This is an optimization exercise on Yosys and OpenROAD, whose aim is small area, a short achievable clock period and few clock cycles, not a production implementation.
Function was not checked in any run shown here: the RTL went through the layout flow alone.

==> flow/design.v, too long to show whole: its modules and the start of the top module <==
// module rtc_fields_to_epoch_seconds_unit: 1266 lines
module rtc_fields_to_epoch_seconds_unit (
  input  logic      clk,
  input  logic      rst,
  input  logic      start,
  output logic      busy,
  input  rfes_pkg::rfes_in_t  fields,
  output logic      done,
  output rfes_pkg::rfes_out_t result,
  input  logic      cfg_write,
  input  logic      cfg_index,
  input  logic      cfg_data
);
  // ...
==> flow/flow/run.sh <==
#!/bin/bash
# Standard layout, with the port buffers made of the smallest buffer cell and
# Yosys's generic fine-grained ABC pass skipped, so that the adders written as
# gates reach full-adder extraction as written.
set -euo pipefail
bash standard.sh SYNTH_ARGS=-noabc BUFFER_PORTS_ARGS="-buffer_cell sky130_fd_sc_hd__buf_1" finish > standard_flow.log 2>&1
==> flow/standard.sh <==
#!/bin/bash
# synth_recipe.tcl (not shown) runs the flow's synth.tcl, then flattens the netlist and writes it again
# the make line also repeats each setting of config.mk as NAME=value (left out here)
make -C /OpenROAD-flow-scripts/flow DESIGN_CONFIG=/design/flow/config.mk WORK_HOME=/design/flow/orfs CLKGATE_MAP_FILE= SYNTH_SCRIPT=/design/flow/synth_recipe.tcl "${@:-finish}"
==> flow/config.mk <==
export PLATFORM = sky130hd
export DESIGN_NAME = rtc_fields_to_epoch_seconds_unit
export DESIGN_NICKNAME = rtc_fields_to_epoch_seconds_unit
export VERILOG_FILES = /design/flow/design.v
export SDC_FILE = /design/flow/constraint.sdc
export NUM_CORES = 4
export LEC_CHECK = 0
export CAP_MARGIN = 20
export CORE_MARGIN = 2
export CORE_UTILIZATION = 40
export CTS_BUF_LIST = sky130_fd_sc_hd__clkbuf_8
export SETUP_SLACK_MARGIN = 3.5
export SLEW_MARGIN = 20
==> flow/constraint.sdc <==
create_clock -name core_clock -period 8.0 [get_ports {clk}]
set_input_delay 1.6000 -clock core_clock [delete_from_list [all_inputs] [get_ports {clk}]]
set_output_delay 1.6000 -clock core_clock [all_outputs]
set_load 0.01 [all_outputs]
==> summary.md, run 1 <==
| Metric | Value |
|---|---|
| Synthesized flop and latch total | 73 |
| Critical path class | flip-flop to flip-flop |
| Most common cell after layout, fill and taps aside | inv_1 |
| Worst-Skew Late Latency | 380 ps |
| Crit. End Element | flip-flop |
| Top class by area | multi-input gates |
| Sequential cell area | 1480 µm² |
| Count of non-CTS inverters in the layout | 93 |
| Area leader, netlist | fa_1 |
| Largest net degree at the start of global routing | 29 |
| Placed Area | 6940 µm² |
| Initial antenna violation count | 0 |
| Vias per cell | 5.04 |
| Residual DRC count | 0 |
| Status | no timing/DRC/antenna violations |
| Placement Rows | 46 |
| FMAX | 227 MHz |
| Initial core utilization | 40.6% |
| Routing usage on met2 | 33.6% |
| Clock Path Buffers | 2 |
| Core ar. | 15,800 µm² |
| DR iter-0 viols | 201 |
| Commonest cells in the netlist | 91 x inv_1, 79 x fa_1, 73 x dfxtp_1 |
| CP Launch Point | mon_q[1]$_DFF_P_ |
| Wire length on met1 | 7000 µm |
| Via count of the routed design | 4,967 |
==> run 2, diff against run 1 <==
==> flow/design.v (replaced) <==
package rfes_pkg;
  localparam logic [11:0] EPOCH_YEAR    = 12'd1970;
  localparam logic [11:0] BASE_YEAR     = 12'd2000;
  localparam logic [16:0] SECS_PER_DAY  = 17'd86400;
  localparam logic [16:0] SECS_PER_HOUR = 17'd3600;
  localparam logic [16:0] SECS_PER_MIN  = 17'd60;
  localparam logic [16:0] SECS_PER_SEC  = 17'd1;
  localparam logic [1:0] EPOCH_MOD4   = 2'd2;
  localparam logic [6:0] EPOCH_MOD100 = 7'd70;
  localparam logic [8:0] EPOCH_MOD400 = 9'd370;
  localparam logic CFG_BCD_MODE  = 1'b0;
  localparam logic CFG_TWELVE_HR = 1'b1;
  typedef struct packed {
    logic [7:0] raw_seconds;
    logic [7:0] raw_minutes;
    logic [7:0] raw_hours;
    logic [7:0] raw_monthday;
    logic [7:0] raw_month;
    logic [7:0] raw_year;
  } rfes_in_t;
  typedef struct packed {
    logic [31:0] epoch_seconds;
    logic        field_error;
  } rfes_out_t;
  typedef struct packed {
    logic [7:0] sec;
    logic [7:0] min;
    logic [7:0] hr;
    logic [7:0] day;
    logic [3:0] mon_idx;
    logic       mon_ok;
    logic [7:0] yr;
    logic       err;
  } rfes_dec_t;
  typedef enum logic [3:0] {
    ST_IDLE,
    ST_YEARS,
    ST_DAY,
    ST_MUL_DAY,
    ST_MUL_HR,
    ST_MUL_MIN,
    ST_MUL_SEC,
    ST_LAST,
    ST_OUT
  } rfes_state_t;
  typedef enum logic [3:0] {
    OP_NONE,
    OP_LOAD,
    OP_YEAR,
    OP_MONTH,
    OP_DAY,
    OP_MUL_DAY,
    OP_MUL_HR,
    OP_MUL_MIN,
    OP_MUL_SEC,
    OP_LAST
  } rfes_op_t;
  typedef struct packed {
    rfes_op_t op;
  } rfes_ctrl_t;
  typedef struct packed {
    logic year_done;
  } rfes_stat_t;
  function automatic logic [7:0] bcd_decode(input logic [7:0] b, input logic bcd);
    logic [7:0] hi;
    hi = {4'b0000, b[7:4]};
    if (bcd) begin
      bcd_decode = (hi << 3) + (hi << 1) + {4'b0000, b[3:0]};
    end else begin
      bcd_decode = b;
    end
  endfunction
  function automatic logic [8:0] days_before_month(input logic [3:0] idx);
    case (idx)
      4'd0:    days_before_month = 9'd0;
      4'd1:    days_before_month = 9'd31;
      4'd2:    days_before_month = 9'd59;
      4'd3:    days_before_month = 9'd90;
      4'd4:    days_before_month = 9'd120;
      4'd5:    days_before_month = 9'd151;
      4'd6:    days_before_month = 9'd181;
      4'd7:    days_before_month = 9'd212;
      4'd8:    days_before_month = 9'd243;
      4'd9:    days_before_month = 9'd273;
      4'd10:   days_before_month = 9'd304;
      4'd11:   days_before_month = 9'd334;
      default: days_before_month = 9'd0;
    endcase
  endfunction
  function automatic logic [4:0] month_length(input logic [3:0] idx);
    case (idx)
      4'd1:              month_length = 5'd28;
      4'd3, 4'd5, 4'd8,
      4'd10:             month_length = 5'd30;
      default:           month_length = 5'd31;
    endcase
  endfunction
  function automatic logic [15:0] month_offset(input logic [3:0] mon, input logic leap);
    case ({mon, leap})
      5'd2: month_offset = 16'd10957;
      5'd3: month_offset = 16'd10956;
      5'd4: month_offset = 16'd10988;
      5'd5: month_offset = 16'd10987;
      5'd6: month_offset = 16'd11016;
      5'd7: month_offset = 16'd11016;
      5'd8: month_offset = 16'd11047;
      5'd9: month_offset = 16'd11047;
      5'd10: month_offset = 16'd11077;
      5'd11: month_offset = 16'd11077;
      5'd12: month_offset = 16'd11108;
      5'd13: month_offset = 16'd11108;
      5'd14: month_offset = 16'd11138;
      5'd15: month_offset = 16'd11138;
      5'd16: month_offset = 16'd11169;
      5'd17: month_offset = 16'd11169;
      5'd18: month_offset = 16'd11200;
      5'd19: month_offset = 16'd11200;
      5'd20: month_offset = 16'd11230;
      5'd21: month_offset = 16'd11230;
      5'd22: month_offset = 16'd11261;
      5'd23: month_offset = 16'd11261;
      5'd24: month_offset = 16'd11291;
      5'd25: month_offset = 16'd11291;
      default: month_offset = 16'd0;
    endcase
  endfunction
  function automatic logic gt8(input logic [7:0] x, input logic [7:0] c);
    logic g;
    g = 1'b0;
    for (int i = 0; i < 8; i++) begin
      g = c[i] ? (x[i] & g) : (x[i] | g);
    end
    gt8 = g;
  endfunction
  function automatic logic bcd_gt59(input logic [7:0] b);
    bcd_gt59 = gt8({4'd0, b[7:4]}, 8'd5) || ((b[7:4] == 4'd5) && gt8({4'd0, b[3:0]}, 8'd9));
  endfunction
  function automatic logic bcd_gt23(input logic [7:0] b);
    bcd_gt23 = gt8({4'd0, b[7:4]}, 8'd2) || ((b[7:4] == 4'd2) && gt8({4'd0, b[3:0]}, 8'd3)) ||
               ((b[7:4] == 4'd1) && gt8({4'd0, b[3:0]}, 8'd13));
  endfunction
  function automatic logic bcd_gt99(input logic [7:0] b);
    bcd_gt99 = gt8({4'd0, b[7:4]}, 8'd9) || ((b[7:4] == 4'd9) && gt8({4'd0, b[3:0]}, 8'd9));
  endfunction
  function automatic logic bcd_bad_1_12(input logic [6:0] b);
    bcd_bad_1_12 = gt8({5'd0, b[6:4]}, 8'd1) || ((b[6:4] == 3'd1) && gt8({4'd0, b[3:0]}, 8'd2)) ||
                   ((b[6:4] == 3'd0) && ((b[3:0] == 4'd0) || gt8({4'd0, b[3:0]}, 8'd12)));
  endfunction
  function automatic logic day_gt(input logic [7:0] b, input logic bcd, input logic [3:0] ml);
    if (bcd) begin
      day_gt = gt8({4'd0, b[7:4]}, 8'd3) ||
               ((b[7:4] == 4'd3) && (ml[0] || ml[1] || (ml[2] && (b[3:0] != 4'd0)) ||
                                     (ml[3] && gt8({4'd0, b[3:0]}, 8'd1)))) ||
               ((b[7:4] == 4'd2) && ((ml[0] && gt8({4'd0, b[3:0]}, 8'd8)) ||
                                     (ml[1] && gt8({4'd0, b[3:0]}, 8'd9)) ||
                                     (ml[2] && gt8({4'd0, b[3:0]}, 8'd10)) ||
                                     (ml[3] && gt8({4'd0, b[3:0]}, 8'd11))));
    end else begin
      day_gt = gt8(b, 8'd31) || (ml[0] && gt8(b, 8'd28)) || (ml[1] && gt8(b, 8'd29)) ||
               (ml[2] && gt8(b, 8'd30));
    end
  endfunction
  function automatic logic [4:0] hour12(input logic [3:0] h, input logic pm);
    case ({pm, h})
      5'h01: hour12 = 5'd1;
      5'h02: hour12 = 5'd2;
      5'h03: hour12 = 5'd3;
      5'h04: hour12 = 5'd4;
      5'h05: hour12 = 5'd5;
      5'h06: hour12 = 5'd6;
      5'h07: hour12 = 5'd7;
      5'h08: hour12 = 5'd8;
      5'h09: hour12 = 5'd9;
      5'h0a: hour12 = 5'd10;
      5'h0b: hour12 = 5'd11;
      5'h11: hour12 = 5'd13;
      5'h12: hour12 = 5'd14;
      5'h13: hour12 = 5'd15;
      5'h14: hour12 = 5'd16;
      5'h15: hour12 = 5'd17;
      5'h16: hour12 = 5'd18;
      5'h17: hour12 = 5'd19;
      5'h18: hour12 = 5'd20;
      5'h19: hour12 = 5'd21;
      5'h1a: hour12 = 5'd22;
      5'h1b: hour12 = 5'd23;
      5'h1c: hour12 = 5'd12;
      default: hour12 = 5'd0;
    endcase
  endfunction
endpackage
module rtc_fields_to_epoch_seconds_unit (
  input  logic      clk,
  input  logic      rst,
  input  logic      start,
  output logic      busy,
  input  rfes_pkg::rfes_in_t  fields,
  output logic      done,
  output rfes_pkg::rfes_out_t result,
  input  logic      cfg_write,
  input  logic      cfg_index,
  input  logic      cfg_data
);
  logic        bcd_mode;
  logic        twelve_hour_mode;
  always_ff @(posedge clk) begin
    if (rst) begin
      bcd_mode         <= 1'b1;
      twelve_hour_mode <= 1'b0;
    end else if (cfg_write) begin
      case (cfg_index)
        rfes_pkg::CFG_BCD_MODE:  bcd_mode         <= cfg_data;
        rfes_pkg::CFG_TWELVE_HR: twelve_hour_mode <= cfg_data;
        default:       bcd_mode         <= bcd_mode;
      endcase
    end
  end
  assign busy = 1'b0;
  logic [5:0]  sec6;
  logic [5:0]  min6;
  logic [4:0]  hv5;
  logic [4:0]  day5;
  logic [6:0]  yr7;
  logic [3:0]  mon4;
  logic [3:0]  h4;
  logic [4:0]  hr5;
  logic        leap;
  logic [3:0]  ml;
  logic [1:0]  fields_r;
  logic        err_sec, err_min, err_hr, err_day, err_mon, err_yr, err_all;
  logic t0;
  logic t1;
  logic t2;
  logic t3;
  logic t4;
  logic t5;
  logic t6;
  logic t7;
  logic t8;
  logic t9;
  logic t10;
  logic t11;
  logic t12;
  logic t13;
  logic t14;
  logic t15;
  logic t16;
  logic t17;
  logic t18;
  logic t19;
  logic t20;
  logic t21;
  logic t22;
  logic t23;
  logic t24;
  logic t25;
  logic t26;
  logic t27;
  logic t28;
  logic t29;
  logic t30;
  logic t31;
  logic t32;
  logic t33;
  logic t34;
  logic t35;
  logic t36;
  logic t37;
  logic t38;
  logic t39;
  logic t40;
  logic t41;
  logic t42;
  logic t43;
  logic t44;
  logic t45;
  logic t46;
  logic t47;
  logic t48;
  logic t49;
  logic t50;
  logic t51;
  logic t52;
  logic t53;
  logic t54;
  logic t55;
  logic t56;
  logic t57;
  logic t58;
  logic t59;
  logic t60;
  logic t61;
  logic t62;
  logic t63;
  logic t64;
  logic t65;
  logic t66;
  logic t67;
  logic t68;
  logic t69;
  logic t70;
  logic t71;
  logic t72;
  logic t73;
  logic t74;
  logic t75;
  logic t76;
  logic t77;
  logic t78;
  logic t79;
  logic t80;
  logic t81;
  logic t82;
  logic t83;
  logic t84;
  logic t85;
  logic t86;
  logic t87;
  logic t88;
  logic t89;
  logic t90;
  logic t91;
  logic t92;
  logic t93;
  logic t94;
  logic t95;
  logic t96;
  logic t97;
  logic t98;
  logic t99;
  logic t100;
  logic t101;
  logic t102;
  logic t103;
  logic t104;
  logic t105;
  logic t106;
  logic t107;
  logic t108;
  logic t109;
  logic t110;
  logic t111;
  logic t112;
  logic t113;
  logic t114;
  logic t115;
  logic t116;
  logic t117;
  logic t118;
  logic t119;
  logic t120;
  logic t121;
  logic t122;
  logic t123;
  logic t124;
  logic t125;
  logic t126;
  logic t127;
  logic t128;
  logic t129;
  logic t130;
  logic t131;
  logic t132;
  logic t133;
  logic t134;
  logic t135;
  logic t136;
  logic t137;
  logic t138;
  logic t139;
  logic t140;
  logic t141;
  logic t142;
  logic t143;
  logic t144;
  logic t145;
  logic t146;
  logic t147;
  logic t148;
  logic t149;
  logic t150;
  logic t151;
  logic t152;
  logic t153;
  logic t154;
  logic t155;
  logic t156;
  logic t157;
  logic t158;
  logic t159;
  logic t160;
  assign t0 = bcd_mode & fields.raw_seconds[4];
  assign t1 = bcd_mode & fields.raw_seconds[5];
  assign t2 = bcd_mode ? fields.raw_seconds[6] : fields.raw_seconds[4];
  assign t3 = ~bcd_mode & fields.raw_seconds[5];
  assign t4 = ~bcd_mode & fields.raw_seconds[6];
  assign t5 = fields.raw_seconds[3] ^ fields.raw_seconds[4];
  assign t6 = fields.raw_seconds[3] & fields.raw_seconds[4];
  assign t7 = fields.raw_seconds[5] ^ t3;
  assign t8 = fields.raw_seconds[5] & t3;
  assign t9 = fields.raw_seconds[6] ^ t4;
  assign t10 = fields.raw_seconds[6] & t4;
  assign t11 = fields.raw_seconds[1] ^ t0;
  assign t12 = fields.raw_seconds[2] ^ t1;
  assign t13 = t2 ^ t5;
  assign t14 = t7 ^ t6;
  assign t15 = t9 ^ t8;
  assign t16 = fields.raw_seconds[1] & t0;
  assign t17 = fields.raw_seconds[2] & t1;
  assign t18 = t2 & t5;
  assign t19 = t7 & t6;
  assign t20 = t9 & t8;
  assign t21 = t17 | (t12 & t16);
  assign t22 = t12 & t11;
  assign t23 = t19 | (t14 & t18);
  assign t24 = t14 & t13;
  assign t25 = t18 | (t13 & t21);
  assign t26 = t13 & t22;
  assign t27 = t23 | (t24 & t21);
  assign t28 = t24 & t22;
  assign t29 = t20 | (t15 & t27);
  assign t30 = t12 ^ t16;
  assign t31 = t13 ^ t21;
  assign t32 = t14 ^ t25;
  assign t33 = t15 ^ t27;
  assign t34 = bcd_mode & fields.raw_minutes[4];
  assign t35 = bcd_mode & fields.raw_minutes[5];
  assign t36 = bcd_mode ? fields.raw_minutes[6] : fields.raw_minutes[4];
  assign t37 = ~bcd_mode & fields.raw_minutes[5];
  assign t38 = ~bcd_mode & fields.raw_minutes[6];
  assign t39 = fields.raw_minutes[3] ^ fields.raw_minutes[4];
  assign t40 = fields.raw_minutes[3] & fields.raw_minutes[4];
  assign t41 = fields.raw_minutes[5] ^ t37;
  assign t42 = fields.raw_minutes[5] & t37;
  assign t43 = fields.raw_minutes[6] ^ t38;
  assign t44 = fields.raw_minutes[6] & t38;
  assign t45 = fields.raw_minutes[1] ^ t34;
  assign t46 = fields.raw_minutes[2] ^ t35;
  assign t47 = t36 ^ t39;
  assign t48 = t41 ^ t40;
  assign t49 = t43 ^ t42;
  assign t50 = fields.raw_minutes[1] & t34;
  assign t51 = fields.raw_minutes[2] & t35;
  assign t52 = t36 & t39;
  assign t53 = t41 & t40;
  assign t54 = t43 & t42;
  assign t55 = t51 | (t46 & t50);
  assign t56 = t46 & t45;
  assign t57 = t53 | (t48 & t52);
  assign t58 = t48 & t47;
  assign t59 = t52 | (t47 & t55);
  assign t60 = t47 & t56;
  assign t61 = t57 | (t58 & t55);
  assign t62 = t58 & t56;
  assign t63 = t54 | (t49 & t61);
  assign t64 = t46 ^ t50;
  assign t65 = t47 ^ t55;
  assign t66 = t48 ^ t59;
  assign t67 = t49 ^ t61;
  assign t68 = bcd_mode & fields.raw_hours[4];
  assign t69 = bcd_mode & fields.raw_hours[5];
  assign t70 = ~bcd_mode & fields.raw_hours[4];
  assign t71 = ~bcd_mode & fields.raw_hours[5];
  assign t72 = fields.raw_hours[3] ^ fields.raw_hours[4];
  assign t73 = fields.raw_hours[3] & fields.raw_hours[4];
  assign t74 = fields.raw_hours[5] ^ t71;
  assign t75 = fields.raw_hours[5] & t71;
  assign t76 = fields.raw_hours[1] ^ t68;
  assign t77 = fields.raw_hours[2] ^ t69;
  assign t78 = t70 ^ t72;
  assign t79 = t74 ^ t73;
  assign t80 = fields.raw_hours[1] & t68;
  assign t81 = fields.raw_hours[2] & t69;
  assign t82 = t70 & t72;
  assign t83 = t74 & t73;
  assign t84 = t81 | (t77 & t80);
  assign t85 = t77 & t76;
  assign t86 = t83 | (t79 & t82);
  assign t87 = t82 | (t78 & t84);
  assign t88 = t78 & t85;
  assign t89 = t86 | (t79 & t84);
  assign t90 = t77 ^ t80;
  assign t91 = t78 ^ t84;
  assign t92 = t79 ^ t87;
  assign t93 = bcd_mode & fields.raw_monthday[4];
  assign t94 = bcd_mode & fields.raw_monthday[5];
  assign t95 = ~bcd_mode & fields.raw_monthday[4];
  assign t96 = ~bcd_mode & fields.raw_monthday[5];
  assign t97 = fields.raw_monthday[3] ^ fields.raw_monthday[4];
  assign t98 = fields.raw_monthday[3] & fields.raw_monthday[4];
  assign t99 = fields.raw_monthday[5] ^ t96;
  assign t100 = fields.raw_monthday[5] & t96;
  assign t101 = fields.raw_monthday[1] ^ t93;
  assign t102 = fields.raw_monthday[2] ^ t94;
  assign t103 = t95 ^ t97;
  assign t104 = t99 ^ t98;
  assign t105 = fields.raw_monthday[1] & t93;
  assign t106 = fields.raw_monthday[2] & t94;
  assign t107 = t95 & t97;
  assign t108 = t99 & t98;
  assign t109 = t106 | (t102 & t105);
  assign t110 = t102 & t101;
  assign t111 = t108 | (t104 & t107);
  assign t112 = t107 | (t103 & t109);
  assign t113 = t103 & t110;
  assign t114 = t111 | (t104 & t109);
  assign t115 = t102 ^ t105;
  assign t116 = t103 ^ t109;
  assign t117 = t104 ^ t112;
  assign t118 = bcd_mode & fields.raw_year[4];
  assign t119 = bcd_mode & fields.raw_year[5];
  assign t120 = bcd_mode ? fields.raw_year[6] : fields.raw_year[4];
  assign t121 = bcd_mode ? fields.raw_year[7] : fields.raw_year[5];
  assign t122 = ~bcd_mode & fields.raw_year[6];
  assign t123 = ~bcd_mode & fields.raw_year[7];
  assign t124 = fields.raw_year[3] ^ fields.raw_year[4];
  assign t125 = fields.raw_year[3] & fields.raw_year[4];
  assign t126 = fields.raw_year[5] ^ t121;
  assign t127 = fields.raw_year[5] & t121;
  assign t128 = fields.raw_year[6] ^ t122;
  assign t129 = fields.raw_year[6] & t122;
  assign t130 = fields.raw_year[7] ^ t123;
  assign t131 = fields.raw_year[7] & t123;
  assign t132 = fields.raw_year[1] ^ t118;
  assign t133 = fields.raw_year[2] ^ t119;
  assign t134 = t120 ^ t124;
  assign t135 = t126 ^ t125;
  assign t136 = t128 ^ t127;
  assign t137 = t130 ^ t129;
  assign t138 = fields.raw_year[1] & t118;
  assign t139 = fields.raw_year[2] & t119;
  assign t140 = t120 & t124;
  assign t141 = t126 & t125;
  assign t142 = t128 & t127;
  assign t143 = t130 & t129;
  assign t144 = t139 | (t133 & t138);
  assign t145 = t133 & t132;
  assign t146 = t141 | (t135 & t140);
  assign t147 = t135 & t134;
  assign t148 = t143 | (t137 & t142);
  assign t149 = t140 | (t134 & t144);
  assign t150 = t134 & t145;
  assign t151 = t146 | (t147 & t144);
  assign t152 = t147 & t145;
  assign t153 = t142 | (t136 & t151);
  assign t154 = t136 & t152;
  assign t155 = t148 | (t137 & t151);
  assign t156 = t133 ^ t138;
  assign t157 = t134 ^ t144;
  assign t158 = t135 ^ t149;
  assign t159 = t136 ^ t151;
  assign t160 = t137 ^ t153;
  assign sec6 = {t33, t32, t31, t30, t11, fields.raw_seconds[0]};
  assign min6 = {t67, t66, t65, t64, t45, fields.raw_minutes[0]};
  assign hv5 = {t92, t91, t90, t76, fields.raw_hours[0]};
  assign day5 = {t117, t116, t115, t101, fields.raw_monthday[0]};
  assign yr7 = {t160, t159, t158, t157, t156, t132, fields.raw_year[0]};
  always_comb begin
    err_sec = bcd_mode ? rfes_pkg::bcd_gt59(fields.raw_seconds) : rfes_pkg::gt8(fields.raw_seconds, 8'd59);
    err_min = bcd_mode ? rfes_pkg::bcd_gt59(fields.raw_minutes) : rfes_pkg::gt8(fields.raw_minutes, 8'd59);
    if (twelve_hour_mode) begin
      err_hr = bcd_mode ? rfes_pkg::bcd_bad_1_12(fields.raw_hours[6:0]) :
                          ((fields.raw_hours[6:0] == 7'd0) ||
                           rfes_pkg::gt8({1'b0, fields.raw_hours[6:0]}, 8'd12));
    end else begin
      err_hr = bcd_mode ? rfes_pkg::bcd_gt23(fields.raw_hours) : rfes_pkg::gt8(fields.raw_hours, 8'd23);
    end
    err_mon = bcd_mode ? (rfes_pkg::bcd_bad_1_12(fields.raw_month[6:0]) || fields.raw_month[7]) :
                         ((fields.raw_month == 8'd0) || rfes_pkg::gt8(fields.raw_month, 8'd12));
    err_yr  = bcd_mode ? rfes_pkg::bcd_gt99(fields.raw_year) : rfes_pkg::gt8(fields.raw_year, 8'd99);
  end
  always_comb begin
    if (bcd_mode && fields.raw_month[4]) begin
      mon4 = {1'b1, fields.raw_month[1], ~fields.raw_month[1], fields.raw_month[0]};
    end else begin
      mon4 = fields.raw_month[3:0];
    end
    if (bcd_mode && fields.raw_hours[4]) begin
      h4 = {1'b1, fields.raw_hours[1], ~fields.raw_hours[1], fields.raw_hours[0]};
    end else begin
      h4 = fields.raw_hours[3:0];
    end
    hr5 = twelve_hour_mode ? rfes_pkg::hour12(h4, fields.raw_hours[7]) : hv5;
    if (bcd_mode) begin
      leap = !fields.raw_year[0] && (fields.raw_year[1] == fields.raw_year[4]);
    end else begin
      leap = (fields.raw_year[1:0] == 2'b00);
    end
    ml[0] = (mon4 == 4'd2) && !leap;
    ml[1] = (mon4 == 4'd2) && leap;
    ml[2] = (mon4 == 4'd4) || (mon4 == 4'd6) || (mon4 == 4'd9) || (mon4 == 4'd11);
    ml[3] = !(ml[0] || ml[1] || ml[2]);
    err_day = (fields.raw_monthday == 8'd0) || rfes_pkg::day_gt(fields.raw_monthday, bcd_mode, ml);
    err_all = err_sec || err_min || err_hr || err_day || err_mon || err_yr;
    if (bcd_mode) begin
      fields_r = {fields.raw_year[1] ^ fields.raw_year[4], fields.raw_year[0]};
    end else begin
      fields_r = fields.raw_year[1:0];
    end
  end
  logic [12:1] mon_oh;
  assign mon_oh[1] = (mon4 == 4'd1);
  assign mon_oh[2] = (mon4 == 4'd2);
  assign mon_oh[3] = (mon4 == 4'd3);
  assign mon_oh[4] = (mon4 == 4'd4);
  assign mon_oh[5] = (mon4 == 4'd5);
  assign mon_oh[6] = (mon4 == 4'd6);
  assign mon_oh[7] = (mon4 == 4'd7);
  assign mon_oh[8] = (mon4 == 4'd8);
  assign mon_oh[9] = (mon4 == 4'd9);
  assign mon_oh[10] = (mon4 == 4'd10);
  assign mon_oh[11] = (mon4 == 4'd11);
  assign mon_oh[12] = (mon4 == 4'd12);
  logic        v_q;
  logic        err_q;
  logic [4:0]  q_q;
  logic [1:0]  r_q;
  logic [12:1] mon_q;    
  logic [4:0]  day_q;
  logic [4:0]  hr_q;
  logic [5:0]  min_q;
  logic [5:0]  sec_q;
  logic        leap_q;
  always_ff @(posedge clk) begin
    if (rst) begin
      v_q <= 1'b0;
    end else begin
      v_q <= start;
    end
  end
  always_ff @(posedge clk) begin
    err_q <= err_all;
    q_q   <= yr7[6:2];
    r_q   <= fields_r;
    mon_q <= mon_oh;
    day_q <= day5;
    hr_q  <= hr5;
    min_q <= min6;
    sec_q <= sec6;
    leap_q <= leap;
  end
  logic [31:0] epoch;
  logic [31:0] tab;
  assign tab[0] = 1'b0;
  assign tab[1] = 1'b0;
  assign tab[2] = 1'b0;
  assign tab[3] = 1'b0;
  assign tab[4] = 1'b0;
  assign tab[5] = 1'b0;
  assign tab[6] = 1'b0;
  assign tab[7] = (mon_q[1] & ~leap_q) | (mon_q[2] & leap_q) | mon_q[4] | mon_q[5] | mon_q[8] | mon_q[11] | mon_q[12];
  assign tab[8] = (mon_q[1] & ~leap_q) | mon_q[5] | mon_q[7] | mon_q[8] | mon_q[10] | mon_q[11];
  assign tab[9] = mon_q[1] | (mon_q[2] & ~leap_q) | mon_q[4] | mon_q[5] | mon_q[6] | mon_q[7] | mon_q[11];
  assign tab[10] = mon_q[3] | mon_q[5] | mon_q[6] | mon_q[10];
  assign tab[11] = mon_q[3] | mon_q[4] | mon_q[10] | mon_q[11] | mon_q[12];
  assign tab[12] = (mon_q[1] & leap_q) | (mon_q[2] & leap_q) | mon_q[5] | mon_q[6] | mon_q[12];
  assign tab[13] = (mon_q[1] & leap_q) | (mon_q[2] & ~leap_q) | mon_q[4] | mon_q[5] | mon_q[7] | mon_q[9] | mon_q[10];
  assign tab[14] = mon_q[1] | (mon_q[2] & leap_q) | mon_q[4] | mon_q[5] | mon_q[6] | mon_q[7] | mon_q[8];
  assign tab[15] = (mon_q[1] & ~leap_q) | (mon_q[2] & ~leap_q) | mon_q[3] | mon_q[5] | mon_q[6] | mon_q[10] | mon_q[11];
  assign tab[16] = (mon_q[1] & leap_q) | (mon_q[2] & ~leap_q) | mon_q[4] | mon_q[6] | mon_q[7] | mon_q[9] | mon_q[11] | mon_q[12];
  assign tab[17] = (mon_q[1] & ~leap_q) | mon_q[2] | mon_q[8] | mon_q[9] | mon_q[10] | mon_q[11] | mon_q[12];
  assign tab[18] = 1'b0;
  assign tab[19] = mon_q[1] | mon_q[3] | mon_q[5] | mon_q[7] | mon_q[9] | mon_q[11];
  assign tab[20] = mon_q[2] | mon_q[3] | mon_q[6] | mon_q[7] | mon_q[10] | mon_q[11];
  assign tab[21] = mon_q[2] | mon_q[5] | mon_q[7] | mon_q[8] | mon_q[10];
  assign tab[22] = mon_q[1] | mon_q[2] | mon_q[4] | mon_q[5] | mon_q[8] | mon_q[11];
  assign tab[23] = mon_q[3] | mon_q[4] | mon_q[5] | mon_q[9] | mon_q[10] | mon_q[11];
  assign tab[24] = mon_q[6] | mon_q[7] | mon_q[8] | mon_q[9] | mon_q[10] | mon_q[11];
  assign tab[25] = mon_q[12];
  assign tab[26] = 1'b0;
  assign tab[27] = 1'b0;
  assign tab[28] = 1'b0;
  assign tab[29] = 1'b0;
  assign tab[30] = 1'b0;
  assign tab[31] = 1'b0;
  logic t161;
  logic t162;
  logic t163;
  logic t164;
  logic t165;
  logic t166;
  logic t167;
  logic t168;
  logic t169;
  logic t170;
  logic t171;
  logic t172;
  logic t173;
  logic t174;
  logic t175;
  logic t176;
  logic t177;
  logic t178;
  logic t179;
  logic t180;
  logic t181;
  logic t182;
  logic t183;
  logic t184;
  logic t185;
  logic t186;
  logic t187;
  logic t188;
  logic t189;
  logic t190;
  logic t191;
  logic t192;
  logic t193;
  logic t194;
  logic t195;
  logic t196;
  logic t197;
  logic t198;
  logic t199;
  logic t200;
  logic t201;
  logic t202;
  logic t203;
  logic t204;
  logic t205;
  logic t206;
  logic t207;
  logic t208;
  logic t209;
  logic t210;
  logic t211;
  logic t212;
  logic t213;
  logic t214;
  logic t215;
  logic t216;
  logic t217;
  logic t218;
  logic t219;
  logic t220;
  logic t221;
  logic t222;
  logic t223;
  logic t224;
  logic t225;
  logic t226;
  logic t227;
  logic t228;
  logic t229;
  logic t230;
  logic t231;
  logic t232;
  logic t233;
  logic t234;
  logic t235;
  logic t236;
  logic t237;
  logic t238;
  logic t239;
  logic t240;
  logic t241;
  logic t242;
  logic t243;
  logic t244;
  logic t245;
  logic t246;
  logic t247;
  logic t248;
  logic t249;
  logic t250;
  logic t251;
  logic t252;
  logic t253;
  logic t254;
  logic t255;
  logic t256;
  logic t257;
  logic t258;
  logic t259;
  logic t260;
  logic t261;
  logic t262;
  logic t263;
  logic t264;
  logic t265;
  logic t266;
  logic t267;
  logic t268;
  logic t269;
  logic t270;
  logic t271;
  logic t272;
  logic t273;
  logic t274;
  logic t275;
  logic t276;
  logic t277;
  logic t278;
  logic t279;
  logic t280;
  logic t281;
  logic t282;
  logic t283;
  logic t284;
  logic t285;
  logic t286;
  logic t287;
  logic t288;
  logic t289;
  logic t290;
  logic t291;
  logic t292;
  logic t293;
  logic t294;
  logic t295;
  logic t296;
  logic t297;
  logic t298;
  logic t299;
  logic t300;
  logic t301;
  logic t302;
  logic t303;
  logic t304;
  logic t305;
  logic t306;
  logic t307;
  logic t308;
  logic t309;
  logic t310;
  logic t311;
  logic t312;
  logic t313;
  logic t314;
  logic t315;
  logic t316;
  logic t317;
  logic t318;
  logic t319;
  logic t320;
  logic t321;
  logic t322;
  logic t323;
  logic t324;
  logic t325;
  logic t326;
  logic t327;
  logic t328;
  logic t329;
  logic t330;
  logic t331;
  logic t332;
  logic t333;
  logic t334;
  logic t335;
  logic t336;
  logic t337;
  logic t338;
  logic t339;
  logic t340;
  logic t341;
  logic t342;
  logic t343;
  logic t344;
  logic t345;
  logic t346;
  logic t347;
  logic t348;
  logic t349;
  logic t350;
  logic t351;
  logic t352;
  logic t353;
  logic t354;
  logic t355;
  logic t356;
  logic t357;
  logic t358;
  logic t359;
  logic t360;
  logic t361;
  logic t362;
  logic t363;
  logic t364;
  logic t365;
  logic t366;
  logic t367;
  logic t368;
  logic t369;
  logic t370;
  logic t371;
  logic t372;
  logic t373;
  logic t374;
  logic t375;
  logic t376;
  logic t377;
  logic t378;
  logic t379;
  logic t380;
  logic t381;
  logic t382;
  logic t383;
  logic t384;
  logic t385;
  logic t386;
  logic t387;
  logic t388;
  logic t389;
  logic t390;
  logic t391;
  logic t392;
  logic t393;
  logic t394;
  logic t395;
  logic t396;
  logic t397;
  logic t398;
  logic t399;
  logic t400;
  logic t401;
  logic t402;
  logic t403;
  logic t404;
  logic t405;
  logic t406;
  logic t407;
  logic t408;
  logic t409;
  logic t410;
  logic t411;
  logic t412;
  logic t413;
  logic t414;
  logic t415;
  logic t416;
  logic t417;
  logic t418;
  logic t419;
  logic t420;
  assign t161 = ~q_q[0] ^ day_q[0];
  assign t162 = ~q_q[0] & day_q[0];
  assign t163 = ~q_q[1] ^ day_q[1] ^ day_q[0];
  assign t164 = (~q_q[1] & day_q[1]) | (day_q[0] & (~q_q[1] ^ day_q[1]));
  assign t165 = ~q_q[2] ^ day_q[2];
  assign t166 = ~q_q[2] & day_q[2];
  assign t167 = ~q_q[3] ^ day_q[3] ^ day_q[2];
  assign t168 = (~q_q[3] & day_q[3]) | (day_q[2] & (~q_q[3] ^ day_q[3]));
  assign t169 = ~q_q[4] ^ day_q[4] ^ day_q[3];
  assign t170 = (~q_q[4] & day_q[4]) | (day_q[3] & (~q_q[4] ^ day_q[4]));
  assign t171 = day_q[4] ^ day_q[0];
  assign t172 = day_q[4] & day_q[0];
  assign t173 = q_q[0] ^ day_q[1];
  assign t174 = q_q[0] & day_q[1];
  assign t175 = q_q[1] ^ day_q[2];
  assign t176 = q_q[1] & day_q[2];
  assign t177 = q_q[2] ^ day_q[3];
  assign t178 = q_q[2] & day_q[3];
  assign t179 = q_q[3] ^ day_q[4] ^ day_q[2];
  assign t180 = (q_q[3] & day_q[4]) | (day_q[2] & (q_q[3] ^ day_q[4]));
  assign t181 = q_q[4] ^ ~q_q[0];
  assign t182 = q_q[4] & ~q_q[0];
  assign t183 = hr_q[3] ^ ~min_q[5] ^ min_q[1];
  assign t184 = (hr_q[3] & ~min_q[5]) | (min_q[1] & (hr_q[3] ^ ~min_q[5]));
  assign t185 = hr_q[4] ^ min_q[2] ^ ~r_q[1];
  assign t186 = (hr_q[4] & min_q[2]) | (~r_q[1] & (hr_q[4] ^ min_q[2]));
  assign t187 = tab[8] ^ t162;
  assign t188 = tab[8] & t162;
  assign t189 = day_q[1] ^ ~hr_q[0] ^ min_q[3];
  assign t190 = (day_q[1] & ~hr_q[0]) | (min_q[3] & (day_q[1] ^ ~hr_q[0]));
  assign t191 = tab[9] ^ t165 ^ t164;
  assign t192 = (tab[9] & t165) | (t164 & (tab[9] ^ t165));
  assign t193 = ~hr_q[1] ^ min_q[4] ^ r_q[0];
  assign t194 = (~hr_q[1] & min_q[4]) | (r_q[0] & (~hr_q[1] ^ min_q[4]));
  assign t195 = tab[10] ^ t166 ^ t167;
  assign t196 = (tab[10] & t166) | (t167 & (tab[10] ^ t166));
  assign t197 = ~hr_q[2] ^ min_q[5] ^ r_q[1];
  assign t198 = (~hr_q[2] & min_q[5]) | (r_q[1] & (~hr_q[2] ^ min_q[5]));
  assign t199 = tab[11] ^ t169 ^ t168;
  assign t200 = (tab[11] & t169) | (t168 & (tab[11] ^ t169));
  assign t201 = ~hr_q[3] ^ hr_q[0] ^ ~r_q[0];
  assign t202 = (~hr_q[3] & hr_q[0]) | (~r_q[0] & (~hr_q[3] ^ hr_q[0]));
  assign t203 = tab[12] ^ t171 ^ t170;
  assign t204 = (tab[12] & t171) | (t170 & (tab[12] ^ t171));
  assign t205 = ~hr_q[4] ^ hr_q[1] ^ ~r_q[1];
  assign t206 = (~hr_q[4] & hr_q[1]) | (~r_q[1] & (~hr_q[4] ^ hr_q[1]));
  assign t207 = tab[13] ^ t173 ^ t172;
  assign t208 = (tab[13] & t173) | (t172 & (tab[13] ^ t173));
  assign t209 = day_q[0] ^ hr_q[2] ^ r_q[0];
  assign t210 = (day_q[0] & hr_q[2]) | (r_q[0] & (day_q[0] ^ hr_q[2]));
  assign t211 = tab[14] ^ t175 ^ t174;
  assign t212 = (tab[14] & t175) | (t174 & (tab[14] ^ t175));
  assign t213 = day_q[1] ^ hr_q[3] ^ r_q[1];
  assign t214 = (day_q[1] & hr_q[3]) | (r_q[1] & (day_q[1] ^ hr_q[3]));
  assign t215 = tab[15] ^ t177 ^ t176;
  assign t216 = (tab[15] & t177) | (t176 & (tab[15] ^ t177));
  assign t217 = day_q[0] ^ hr_q[4] ^ r_q[0];
  assign t218 = (day_q[0] & hr_q[4]) | (r_q[0] & (day_q[0] ^ hr_q[4]));
  assign t219 = tab[16] ^ t178 ^ t179;
  assign t220 = (tab[16] & t178) | (t179 & (tab[16] ^ t178));
  assign t221 = day_q[3] ^ day_q[1] ^ r_q[1];
  assign t222 = (day_q[3] & day_q[1]) | (r_q[1] & (day_q[3] ^ day_q[1]));
  assign t223 = tab[17] ^ t181 ^ t180;
  assign t224 = (tab[17] & t181) | (t180 & (tab[17] ^ t181));
  assign t225 = ~q_q[1] ^ day_q[4] ^ day_q[2];
  assign t226 = (~q_q[1] & day_q[4]) | (day_q[2] & (~q_q[1] ^ day_q[4]));
  assign t227 = 1'b1 ^ t182;
  assign t228 = 1'b1 & t182;
  assign t229 = ~q_q[2] ^ q_q[0] ^ day_q[3];
  assign t230 = (~q_q[2] & q_q[0]) | (day_q[3] & (~q_q[2] ^ q_q[0]));
  assign t231 = ~q_q[3] ^ q_q[1];
  assign t232 = ~q_q[3] & q_q[1];
  assign t233 = ~q_q[4] ^ q_q[2];
  assign t234 = ~q_q[4] & q_q[2];
  assign t235 = ~r_q[0] ^ tab[7];
  assign t236 = ~r_q[0] & tab[7];
  assign t237 = t163 ^ t185 ^ t184;
  assign t238 = (t163 & t185) | (t184 & (t163 ^ t185));
  assign t239 = t189 ^ t186 ^ t188;
  assign t240 = (t189 & t186) | (t188 & (t189 ^ t186));
  assign t241 = t193 ^ t190 ^ t195;
  assign t242 = (t193 & t190) | (t195 & (t193 ^ t190));
  assign t243 = t197 ^ t194 ^ t199;
  assign t244 = (t197 & t194) | (t199 & (t197 ^ t194));
  assign t245 = t201 ^ t198 ^ t203;
  assign t246 = (t201 & t198) | (t203 & (t201 ^ t198));
  assign t247 = t205 ^ t202 ^ t207;
  assign t248 = (t205 & t202) | (t207 & (t205 ^ t202));
  assign t249 = t209 ^ t206 ^ t211;
  assign t250 = (t209 & t206) | (t211 & (t209 ^ t206));
  assign t251 = t213 ^ t210 ^ t215;
  assign t252 = (t213 & t210) | (t215 & (t213 ^ t210));
  assign t253 = t217 ^ t214 ^ t216;
  assign t254 = (t217 & t214) | (t216 & (t217 ^ t214));
  assign t255 = t221 ^ t218 ^ t223;
  assign t256 = (t221 & t218) | (t223 & (t221 ^ t218));
  assign t257 = t225 ^ t222 ^ t227;
  assign t258 = (t225 & t222) | (t227 & (t225 ^ t222));
  assign t259 = tab[19] ^ t229 ^ t226;
  assign t260 = (tab[19] & t229) | (t226 & (tab[19] ^ t229));
  assign t261 = day_q[4] ^ tab[20] ^ t231;
  assign t262 = (day_q[4] & tab[20]) | (t231 & (day_q[4] ^ tab[20]));
  assign t263 = ~r_q[0] ^ tab[21] ^ t233;
  assign t264 = (~r_q[0] & tab[21]) | (t233 & (~r_q[0] ^ tab[21]));
  assign t265 = q_q[3] ^ ~r_q[1] ^ tab[22];
  assign t266 = (q_q[3] & ~r_q[1]) | (tab[22] & (q_q[3] ^ ~r_q[1]));
  assign t267 = q_q[4] ^ ~q_q[0];
  assign t268 = q_q[4] & ~q_q[0];
  assign t269 = ~min_q[0] ^ sec_q[2];
  assign t270 = ~min_q[0] & sec_q[2];
  assign t271 = ~min_q[1] ^ sec_q[3];
  assign t272 = ~min_q[1] & sec_q[3];
  assign t273 = hr_q[0] ^ ~min_q[2] ^ sec_q[4];
  assign t274 = (hr_q[0] & ~min_q[2]) | (sec_q[4] & (hr_q[0] ^ ~min_q[2]));
  assign t275 = hr_q[1] ^ ~min_q[3] ^ sec_q[5];
  assign t276 = (hr_q[1] & ~min_q[3]) | (sec_q[5] & (hr_q[1] ^ ~min_q[3]));
  assign t277 = hr_q[2] ^ ~min_q[4] ^ min_q[0];
  assign t278 = (hr_q[2] & ~min_q[4]) | (min_q[0] & (hr_q[2] ^ ~min_q[4]));
  assign t279 = t161 ^ t235 ^ t183;
  assign t280 = (t161 & t235) | (t183 & (t161 ^ t235));
  assign t281 = t236 ^ t187 ^ t237;
  assign t282 = (t236 & t187) | (t237 & (t236 ^ t187));
  assign t283 = t191 ^ t238 ^ t239;
  assign t284 = (t191 & t238) | (t239 & (t191 ^ t238));
  assign t285 = t192 ^ t240 ^ t241;
  assign t286 = (t192 & t240) | (t241 & (t192 ^ t240));
  assign t287 = t196 ^ t243 ^ t242;
  assign t288 = (t196 & t243) | (t242 & (t196 ^ t243));
  assign t289 = t200 ^ t245 ^ t244;
  assign t290 = (t200 & t245) | (t244 & (t200 ^ t245));
  assign t291 = t204 ^ t247 ^ t246;
  assign t292 = (t204 & t247) | (t246 & (t204 ^ t247));
  assign t293 = t208 ^ t249 ^ t248;
  assign t294 = (t208 & t249) | (t248 & (t208 ^ t249));
  assign t295 = t212 ^ t251 ^ t250;
  assign t296 = (t212 & t251) | (t250 & (t212 ^ t251));
  assign t297 = t219 ^ t253 ^ t252;
  assign t298 = (t219 & t253) | (t252 & (t219 ^ t253));
  assign t299 = t220 ^ t254 ^ t255;
  assign t300 = (t220 & t254) | (t255 & (t220 ^ t254));
  assign t301 = t224 ^ t257 ^ t256;
  assign t302 = (t224 & t257) | (t256 & (t224 ^ t257));
  assign t303 = t228 ^ t259 ^ t258;
  assign t304 = (t228 & t259) | (t258 & (t228 ^ t259));
  assign t305 = t230 ^ t261 ^ t260;
  assign t306 = (t230 & t261) | (t260 & (t230 ^ t261));
  assign t307 = t232 ^ t263 ^ t262;
  assign t308 = (t232 & t263) | (t262 & (t232 ^ t263));
  assign t309 = t234 ^ t265 ^ t264;
  assign t310 = (t234 & t265) | (t264 & (t234 ^ t265));
  assign t311 = tab[23] ^ t267 ^ t266;
  assign t312 = (tab[23] & t267) | (t266 & (tab[23] ^ t267));
  assign t313 = ~q_q[1] ^ tab[24] ^ t268;
  assign t314 = (~q_q[1] & tab[24]) | (t268 & (~q_q[1] ^ tab[24]));
  assign t315 = ~q_q[2] ^ r_q[0] ^ tab[25];
  assign t316 = (~q_q[2] & r_q[0]) | (tab[25] & (~q_q[2] ^ r_q[0]));
  assign t317 = ~q_q[3] ^ r_q[1];
  assign t318 = ~q_q[3] & r_q[1];
  assign t319 = ~q_q[4] ^ q_q[0] ^ 1'b1;
  assign t320 = (~q_q[4] & q_q[0]) | (1'b1 & (~q_q[4] ^ q_q[0]));
  assign t321 = 1'b1 ^ t269;
  assign t322 = t271 ^ t270;
  assign t323 = t273 ^ t272;
  assign t324 = t275 ^ t274;
  assign t325 = t277 ^ t276;
  assign t326 = t279 ^ t278;
  assign t327 = t281 ^ t280;
  assign t328 = t283 ^ t282;
  assign t329 = t285 ^ t284;
  assign t330 = t287 ^ t286;
  assign t331 = 1'b0 ^ 1'b0;
  assign t332 = 1'b1 & t269;
  assign t333 = t271 & t270;
  assign t334 = t273 & t272;
  assign t335 = t275 & t274;
  assign t336 = t277 & t276;
  assign t337 = t279 & t278;
  assign t338 = t281 & t280;
  assign t339 = t283 & t282;
  assign t340 = t285 & t284;
  assign t341 = t287 & t286;
  assign t342 = 1'b0 & 1'b0;
  assign t343 = t333 | (t322 & t332);
  assign t344 = t322 & t321;
  assign t345 = t335 | (t324 & t334);
  assign t346 = t324 & t323;
  assign t347 = t337 | (t326 & t336);
  assign t348 = t326 & t325;
  assign t349 = t339 | (t328 & t338);
  assign t350 = t328 & t327;
  assign t351 = t341 | (t330 & t340);
  assign t352 = t330 & t329;
  assign t353 = t334 | (t323 & t343);
  assign t354 = t323 & t344;
  assign t355 = t345 | (t346 & t343);
  assign t356 = t346 & t344;
  assign t357 = t338 | (t327 & t347);
  assign t358 = t327 & t348;
  assign t359 = t349 | (t350 & t347);
  assign t360 = t350 & t348;
  assign t361 = t342 | (t331 & t351);
  assign t362 = t336 | (t325 & t355);
  assign t363 = t325 & t356;
  assign t364 = t347 | (t348 & t355);
  assign t365 = t348 & t356;
  assign t366 = t357 | (t358 & t355);
  assign t367 = t358 & t356;
  assign t368 = t359 | (t360 & t355);
  assign t369 = t360 & t356;
  assign t370 = t340 | (t329 & t368);
  assign t371 = t329 & t369;
  assign t372 = t351 | (t352 & t368);
  assign t373 = t352 & t369;
  assign t374 = t361 | (t331 & t368);
  assign t375 = t322 ^ t332;
  assign t376 = t323 ^ t343;
  assign t377 = t324 ^ t353;
  assign t378 = t325 ^ t355;
  assign t379 = t326 ^ t362;
  assign t380 = t327 ^ t364;
  assign t381 = t328 ^ t366;
  assign t382 = t329 ^ t368;
  assign t383 = t330 ^ t370;
  assign t384 = t331 ^ t372;
  assign t385 = t289 ^ t288;
  assign t386 = t289 & t288;
  assign t387 = t291 ^ t290;
  assign t388 = t291 & t290;
  assign t389 = t293 ^ t292;
  assign t390 = t293 & t292;
  assign t391 = t295 ^ t294;
  assign t392 = t295 & t294;
  assign t393 = t297 ^ t296;
  assign t394 = t297 & t296;
  assign t395 = t299 ^ t298;
  assign t396 = t299 & t298;
  assign t397 = t301 ^ t300;
  assign t398 = t301 & t300;
  assign t399 = t303 ^ t302;
  assign t400 = t303 & t302;
  assign t401 = t305 ^ t304;
  assign t402 = t305 & t304;
  assign t403 = t307 ^ t306;
  assign t404 = t307 & t306;
  assign t405 = t309 ^ t308;
  assign t406 = t309 & t308;
  assign t407 = t311 ^ t310;
  assign t408 = t311 & t310;
  assign t409 = t313 ^ t312;
  assign t410 = t313 & t312;
  assign t411 = t315 ^ t314;
  assign t412 = t315 & t314;
  assign t413 = t317 ^ t316;
  assign t414 = t317 & t316;
  assign t415 = t319 ^ t318;
  assign t416 = t319 & t318;
  assign t417 = q_q[1] ^ t320;
  assign t418 = q_q[1] & t320;
  assign t419 = q_q[2] ^ 1'b1;
  assign t420 = q_q[2] & 1'b1;
  logic        v2_q;
  logic        err2_q;
  logic        lo_q_0;
  logic        lo_q_1;
  logic        lo_q_2;
  logic        lo_q_3;
  logic        lo_q_4;
  logic        lo_q_5;
  logic        lo_q_6;
  logic        lo_q_7;
  logic        lo_q_8;
  logic        lo_q_9;
  logic        lo_q_10;
  logic        lo_q_11;
  logic        cy_q;
  logic        p_q_12;
  logic        g_q_12;
  logic        p_q_13;
  logic        g_q_13;
  logic        p_q_14;
  logic        g_q_14;
  logic        p_q_15;
  logic        g_q_15;
  logic        p_q_16;
  logic        g_q_16;
  logic        p_q_17;
  logic        g_q_17;
  logic        p_q_18;
  logic        g_q_18;
  logic        p_q_19;
  logic        g_q_19;
  logic        p_q_20;
  logic        g_q_20;
  logic        p_q_21;
  logic        g_q_21;
  logic        p_q_22;
  logic        g_q_22;
  logic        p_q_23;
  logic        g_q_23;
  logic        p_q_24;
  logic        g_q_24;
  logic        p_q_25;
  logic        g_q_25;
  logic        p_q_26;
  logic        g_q_26;
  logic        p_q_27;
  logic        g_q_27;
  logic        p_q_28;
  logic        g_q_28;
  logic        p_q_29;
  logic        g_q_29;
  logic        p_q_30;
  logic        p_q_31;
  always_ff @(posedge clk) begin
    if (rst) begin
      v2_q <= 1'b0;
    end else begin
      v2_q <= v_q;
    end
  end
  always_ff @(posedge clk) begin
    err2_q <= err_q;
    lo_q_0 <= sec_q[0];
    lo_q_1 <= sec_q[1];
    lo_q_2 <= t321;
    lo_q_3 <= t375;
    lo_q_4 <= t376;
    lo_q_5 <= t377;
    lo_q_6 <= t378;
    lo_q_7 <= t379;
    lo_q_8 <= t380;
    lo_q_9 <= t381;
    lo_q_10 <= t382;
    lo_q_11 <= t383;
    cy_q <= t384;
    p_q_12 <= t385;
    g_q_12 <= t386;
    p_q_13 <= t387;
    g_q_13 <= t388;
    p_q_14 <= t389;
    g_q_14 <= t390;
    p_q_15 <= t391;
    g_q_15 <= t392;
    p_q_16 <= t393;
    g_q_16 <= t394;
    p_q_17 <= t395;
    g_q_17 <= t396;
    p_q_18 <= t397;
    g_q_18 <= t398;
    p_q_19 <= t399;
    g_q_19 <= t400;
    p_q_20 <= t401;
    g_q_20 <= t402;
    p_q_21 <= t403;
    g_q_21 <= t404;
    p_q_22 <= t405;
    g_q_22 <= t406;
    p_q_23 <= t407;
    g_q_23 <= t408;
    p_q_24 <= t409;
    g_q_24 <= t410;
    p_q_25 <= t411;
    g_q_25 <= t412;
    p_q_26 <= t413;
    g_q_26 <= t414;
    p_q_27 <= t415;
    g_q_27 <= t416;
    p_q_28 <= t417;
    g_q_28 <= t418;
    p_q_29 <= t419;
    g_q_29 <= t420;
    p_q_30 <= q_q[3];
    p_q_31 <= q_q[4];
  end
  logic t421;
  logic t422;
  logic t423;
  logic t424;
  logic t425;
  logic t426;
  logic t427;
  logic t428;
  logic t429;
  logic t430;
  logic t431;
  logic t432;
  logic t433;
  logic t434;
  logic t435;
  logic t436;
  logic t437;
  logic t438;
  logic t439;
  logic t440;
  logic t441;
  logic t442;
  logic t443;
  logic t444;
  logic t445;
  logic t446;
  logic t447;
  logic t448;
  logic t449;
  logic t450;
  logic t451;
  logic t452;
  logic t453;
  logic t454;
  logic t455;
  logic t456;
  logic t457;
  logic t458;
  logic t459;
  logic t460;
  logic t461;
  logic t462;
  logic t463;
  logic t464;
  logic t465;
  logic t466;
  logic t467;
  logic t468;
  logic t469;
  logic t470;
  logic t471;
  logic t472;
  logic t473;
  logic t474;
  logic t475;
  logic t476;
  logic t477;
  logic t478;
  logic t479;
  logic t480;
  logic t481;
  logic t482;
  logic t483;
  logic t484;
  logic t485;
  logic t486;
  logic t487;
  logic t488;
  logic t489;
  logic t490;
  logic t491;
  logic t492;
  logic t493;
  logic t494;
  logic t495;
  logic t496;
  logic t497;
  logic t498;
  logic t499;
  logic t500;
  logic t501;
  logic t502;
  logic t503;
  logic t504;
  logic t505;
  logic t506;
  logic t507;
  logic t508;
  logic t509;
  logic t510;
  logic t511;
  logic t512;
  logic t513;
  logic t514;
  logic t515;
  logic t516;
  logic t517;
  logic t518;
  logic t519;
  logic t520;
  logic t521;
  logic t522;
  assign t421 = g_q_12 | (p_q_12 & cy_q);
  assign t422 = p_q_12 & 1'b0;
  assign t423 = g_q_14 | (p_q_14 & g_q_13);
  assign t424 = p_q_14 & p_q_13;
  assign t425 = g_q_16 | (p_q_16 & g_q_15);
  assign t426 = p_q_16 & p_q_15;
  assign t427 = g_q_18 | (p_q_18 & g_q_17);
  assign t428 = p_q_18 & p_q_17;
  assign t429 = g_q_20 | (p_q_20 & g_q_19);
  assign t430 = p_q_20 & p_q_19;
  assign t431 = g_q_22 | (p_q_22 & g_q_21);
  assign t432 = p_q_22 & p_q_21;
  assign t433 = g_q_24 | (p_q_24 & g_q_23);
  assign t434 = p_q_24 & p_q_23;
  assign t435 = g_q_26 | (p_q_26 & g_q_25);
  assign t436 = p_q_26 & p_q_25;
  assign t437 = g_q_28 | (p_q_28 & g_q_27);
  assign t438 = p_q_28 & p_q_27;
  assign t439 = 1'b0 | (p_q_30 & g_q_29);
  assign t440 = p_q_30 & p_q_29;
  assign t441 = g_q_13 | (p_q_13 & t421);
  assign t442 = p_q_13 & t422;
  assign t443 = t423 | (t424 & t421);
  assign t444 = t424 & t422;
  assign t445 = g_q_17 | (p_q_17 & t425);
  assign t446 = p_q_17 & t426;
  assign t447 = t427 | (t428 & t425);
  assign t448 = t428 & t426;
  assign t449 = g_q_21 | (p_q_21 & t429);
  assign t450 = p_q_21 & t430;
  assign t451 = t431 | (t432 & t429);
  assign t452 = t432 & t430;
  assign t453 = g_q_25 | (p_q_25 & t433);
  assign t454 = p_q_25 & t434;
  assign t455 = t435 | (t436 & t433);
  assign t456 = t436 & t434;
  assign t457 = g_q_29 | (p_q_29 & t437);
  assign t458 = p_q_29 & t438;
  assign t459 = t439 | (t440 & t437);
  assign t460 = t440 & t438;
  assign t461 = g_q_15 | (p_q_15 & t443);
  assign t462 = p_q_15 & t444;
  assign t463 = t425 | (t426 & t443);
  assign t464 = t426 & t444;
  assign t465 = t445 | (t446 & t443);
  assign t466 = t446 & t444;
  assign t467 = t447 | (t448 & t443);
  assign t468 = t448 & t444;
  assign t469 = g_q_23 | (p_q_23 & t451);
  assign t470 = p_q_23 & t452;
  assign t471 = t433 | (t434 & t451);
  assign t472 = t434 & t452;
  assign t473 = t453 | (t454 & t451);
  assign t474 = t454 & t452;
  assign t475 = t455 | (t456 & t451);
  assign t476 = t456 & t452;
  assign t477 = 1'b0 | (p_q_31 & t459);
  assign t478 = g_q_19 | (p_q_19 & t467);
  assign t479 = p_q_19 & t468;
  assign t480 = t429 | (t430 & t467);
  assign t481 = t430 & t468;
  assign t482 = t449 | (t450 & t467);
  assign t483 = t450 & t468;
  assign t484 = t451 | (t452 & t467);
  assign t485 = t452 & t468;
  assign t486 = t469 | (t470 & t467);
  assign t487 = t470 & t468;
  assign t488 = t471 | (t472 & t467);
  assign t489 = t472 & t468;
  assign t490 = t473 | (t474 & t467);
  assign t491 = t474 & t468;
  assign t492 = t475 | (t476 & t467);
  assign t493 = t476 & t468;
  assign t494 = g_q_27 | (p_q_27 & t492);
  assign t495 = p_q_27 & t493;
  assign t496 = t437 | (t438 & t492);
  assign t497 = t438 & t493;
  assign t498 = t457 | (t458 & t492);
  assign t499 = t458 & t493;
  assign t500 = t459 | (t460 & t492);
  assign t501 = t460 & t493;
  assign t502 = t477 | (p_q_31 & t492);
  assign t503 = p_q_12 ^ cy_q;
  assign t504 = p_q_13 ^ t421;
  assign t505 = p_q_14 ^ t441;
  assign t506 = p_q_15 ^ t443;
  assign t507 = p_q_16 ^ t461;
  assign t508 = p_q_17 ^ t463;
  assign t509 = p_q_18 ^ t465;
  assign t510 = p_q_19 ^ t467;
  assign t511 = p_q_20 ^ t478;
  assign t512 = p_q_21 ^ t480;
  assign t513 = p_q_22 ^ t482;
  assign t514 = p_q_23 ^ t484;
  assign t515 = p_q_24 ^ t486;
  assign t516 = p_q_25 ^ t488;
  assign t517 = p_q_26 ^ t490;
  assign t518 = p_q_27 ^ t492;
  assign t519 = p_q_28 ^ t494;
  assign t520 = p_q_29 ^ t496;
  assign t521 = p_q_30 ^ t498;
  assign t522 = p_q_31 ^ t500;
  assign epoch = {t522, t521, t520, t519, t518, t517, t516, t515, t514, t513, t512, t511, t510, t509, t508, t507, t506, t505, t504, t503, lo_q_11, lo_q_10, lo_q_9, lo_q_8, lo_q_7, lo_q_6, lo_q_5, lo_q_4, lo_q_3, lo_q_2, lo_q_1, lo_q_0};
  assign done   = v2_q;
  assign result = {epoch, err2_q};
endmodule
--- a/flow/config.mk
+++ b/flow/config.mk
@@ -4,10 +4,10 @@
 export VERILOG_FILES = /design/flow/design.v
 export SDC_FILE = /design/flow/constraint.sdc
 export NUM_CORES = 4
 export LEC_CHECK = 0
 export CAP_MARGIN = 20
 export CORE_MARGIN = 2
 export CORE_UTILIZATION = 40
 export CTS_BUF_LIST = sky130_fd_sc_hd__clkbuf_8
-export SETUP_SLACK_MARGIN = 3.5
+export SETUP_SLACK_MARGIN = 4.2
 export SLEW_MARGIN = 20
==> run 2 against run 1 <==
Net effect:
- still clean
- core utilization is 2.2 points lower
- design area barely moved
- largest cell class unchanged
==> summary.md, run 2 <==
| Metric | Value |
|---|---|
| Status | no timing/DRC/antenna violations |
| Max reg flops | 12 |
| Clock net sink count | 99 |
| Hpwl dp | 11,800 µm |
| Worst-path clk slew | 80 ps |
| Final wirelength | 14,400 µm |
| Setup-failing EPs final | 0 |
| Dpl cells | 928 |
| Syn_area_per_cell | 10.1 µm² |
| Port buffer count | 87 |
| Final hold violations | 0 |
| Largest family of logic cells by synthesized area | adder cells |
| Critical path's slowest cell | dfxtp_2 |
| Vias in the first global route | 4,921 |
| Largest register by flop count | mon_q |
| Compound-gate portion of the synthesized area | 9.55% |
| Yosys top cell area share | 29.3% |
| GR Overflow Total | 0 |
| Worst Path Buf+Inv | 2 |
| Share of cells above drive strength 1 | 10.5% |
| Total negative slack | 0 ps |
| Mux share of post-synthesis cell area | 0.315% |
| Area leader, netlist | dfxtp_1 |
| Most frequent cell after synthesis | dfxtp_1 |
| Critical path class | flip-flop to primary output |
| DR WL/cell | 15.0 µm |
| Most common cell after layout, fill and taps aside | dfxtp_1 |
| Critical path data arrival time | 2570 ps |
| Placement Rows | 47 (+2.2%) |
| Simple-Gate Fraction of Synth Area | 12.8% |
| Total of max-cap violations | 0 |
| Synth Area in Adders | 35.0% |
| Crit path capture | result[29] |
| CTS tree | yes |
| Syn_nets | 862 |
| H-tree lvl count | 3 |
| Sequential cell area | 1980 µm² (+34%) |
| CP dominant cell by count | a31oi_4 |
| Ant. Diodes | 0 |
| Worst Path Required | 6400 ps |
| Yosys Warn Count | 1 |
| Synth top area cells | dfxtp_1 29%, fa_1 23%, ha_1 12% |
| Synthesized flop and latch total | 99 (+36%) |
| DRT Pass-1 Iters | 4 |
| Reg2Reg Launch Point | day_q[0]$_DFF_P_ |
| Largest delay share family, worst path | compound AO/OA/AOI/OAI gates |
| Die Y | 134 µm |
| Die ar. | 18,000 µm² |
| Multi-input gate area in the final layout | 4290 µm² |
| First-pass GRT wire length | 23,600 µm |
| Unrepaired setup endpoints after global routing | true |
| Commonest cells in the netlist | 99 x dfxtp_1, 80 x inv_1, 78 x fa_1 |
| Worst path depth | 12 |
| Reg2Reg Depth | 12 |
| FMAX | 240 MHz (+5.8%) |
| Main flop type after synthesis | dfxtp_1 |
| Synth unique cells | 60 |
| EDFF count, synth | 0 |
| Crit. End Element | primary output |
| Critical-path maximum fanout | 2 |
| Seq/Total Area, Yosys | 29.3% |
| XOR/XNOR Fraction of Synth Area | 4.02% |
| Critical path launch point type | flip-flop |
| DR iter-0 viols | 183 (-9.0%) |
| Most frequent cells in the layout | 97 x dfxtp_1, 82 x inv_1, 78 x fa_1, 72 x buf_1, 60 x ha_1 |
| CP max stage delay | 330 ps |
| Final-layout fill cell count | 1,563 |
| Clock Path Buffers | 2 (unchanged) |
| Asr flop ratio synth | 0% |
| Core ar. | 16,500 µm² (+4.8%) |
| Vias per cell | 4.91 (-2.6%) |
| CP Launch Point | cy_q$_DFF_P_ |
| Largest registers | mon_q x12, min_q x6, sec_q x6 |
| Hold Buf Count CTS | 0 |
| Fin nets | 934 |
| Clk root buf | clkbuf_8 |
| Antenna-violating nets left | 0 |
| Worst R2R Setup Slack | 4500 ps |
| Clk_skew | 9.24 ps |
| Slew Limit Fails | 0 |
| Worst-margin pin slew | 885 ps |
| Via count of the routed design | 4,726 (-4.9%) |
| Worst-Skew Late Latency | 380 ps (about the same) |
| Chip width | 134 µm |
| CP Cell Sequence | ha_4 > o211ai_1 > a21oi_2 > a31oi_4 > inv_2 > a32o_2 > a31oi_4 > o21bai_1 > ha_2 > nor2_2 > xnor2_1 > buf_2 |
| Residual DRC count | 0 (unchanged) |
| Post-Layout Cell Count | 962 |
| Final period util | 52.2% |
| Synth Instances | 666 |
| Initial core utilization | 40.9% (+0.32 points) |
| TritonCTS buffer count | 9 |
| Ports | 89 |
| Post-route minimum period | 4170 ps |
| Rel. slew slack | 40.9% |
| Largest net degree at the start of global routing | 30 (+3.4%) |
| Gp weighted congestion | 0.894 |
| Synthesized area | 6760 µm² |
| All-Layer GR Usage | 16.8% |
| Worst Hold Class | flip-flop to flip-flop |
| Synthesis-to-layout area growth | 11.7% |
| Crit Reg-Reg Endpoint | lo_q_11$_DFF_P_ |
| Initial antenna violation count | 0 (unchanged) |
-- run 2: changes by cell type after synthesis, moves of 5 or more --
cell      previous run  this run
buf_4                1        34
dfxtp_1             73        99
nor2_1              40        48
inv_1               91        80
a21oi_1             37        28
o31ai_1              7         2
o21ai_0             22        14
nand3b_1             1         7
-- run 2: timing repair --
item	CTS	global route
setup endpoints to repair	10	15
setup buffers	16	3
gates resized for setup	22	27
endpoints found under the hold margin	0	0
pin swaps	11	8
-- run 2: cells by family after synthesis --
group,Yosys count
adder cells (fa/ha/maj),142
flip-flops,99
other,1
XOR/XNOR,31
buffers and inverters,126
multiplexers,2
AO/OA/AOI/OAI,95
AND/OR/NAND/NOR,170
-- run 2: metal layers --
| layer | part of all wire (%) | up-vias | track usage (%) |
|---|---|---|---|
| met4 | 2.0 | 0 | 6.15 |
| met2 | 48 | 134 | 27.6 |
| li1 | - | 2314 | - |
| met3 | 4.3 | 18 | 3.48 |
| met5 | 0 | - | 0 |
| met1 | 46 | 2260 | 21.8 |
-- run 2: worst register-to-register path, stage by stage, from the launching register on --
cell and delay (ps):
dfxtp_1 500, inv_1 100, fa_1 510, inv_1 50
fa_1 550, fa_1 410, ha_1 330, a21oi_1 130
o21ai_1 100, nand2_1 100, nand2b_1 70, fa_1 380
xor2_1 150
-- run 2: how the worst min path moves through the flow --
stage                           from              to  slack, ps  cells after the start
floorplan              err_q$_DFF_P_  err2_q$_DFF_P_        310                      0
global placement    sec_q[0]$_DFF_P_  lo_q_0$_DFF_P_        310                      0
detailed placement  sec_q[0]$_DFF_P_  lo_q_0$_DFF_P_        320                      0
CTS                 sec_q[0]$_DFF_P_  lo_q_0$_DFF_P_        340                      0
global route        sec_q[0]$_DFF_P_  lo_q_0$_DFF_P_        340                      0
finish              sec_q[0]$_DFF_P_  lo_q_0$_DFF_P_        330                      0
-- run 2: metrics by stage --
step	utilization [%]	worst slack (ps)	cell area (µm²)	hold WS, ps
after CTS	44.9	3790	7420	336
final	45.7	3830	7550	332
after floorplan	-	4210	6760	310
after global routing	45.7	3710	7550	343
after detailed placement	42.8	3980	7060	315
after global placement	42.8	4020	7060	310
-- run 2: area by class of cell --
type | instances | area share, %
Clock inverter | 5 | 0.415
Tap cell | 220 | 3.65
Sequential cell | 99 | 26.3
Clock buffer | 10 | 1.82
Timing Repair Buffer | 106 | 6.91
Multi-Input combinational cell | 441 | 56.9
Inverter | 81 | 4.03

## re-timing with driven ports
Ports are ideal in the flow. The routed layouts listed here were re-timed in OpenROAD. Step 1 sets driving cells, clkbuf_16 on the clock port and buf_2 on the other inputs (assumed; they add their load-dependent delay and slew). Step 2, shift: input delay + t, output delay - t, t = (earliest + latest rising clock arrival at the registers) / 2. This alone moves slack from input paths to output paths. Three values: ideal, step 1, step 2; two values: the first two.
| run | t (ns) | slack for setup (ns) | worst data-port slew with drivers (ns) |
|---|---|---|---|
| run 1 | 0.407 | 3.585 / 3.585 / 3.573 | 0.04 |
| run 2 | 0.412 | 3.827 / 3.789 / 4.201 | 0.04 |
After both steps every run listed still meets setup and hold. For run 1, which loses most, drivers alone change the setup slack by 0.000 ns; drivers and shift together by -0.012 ns.
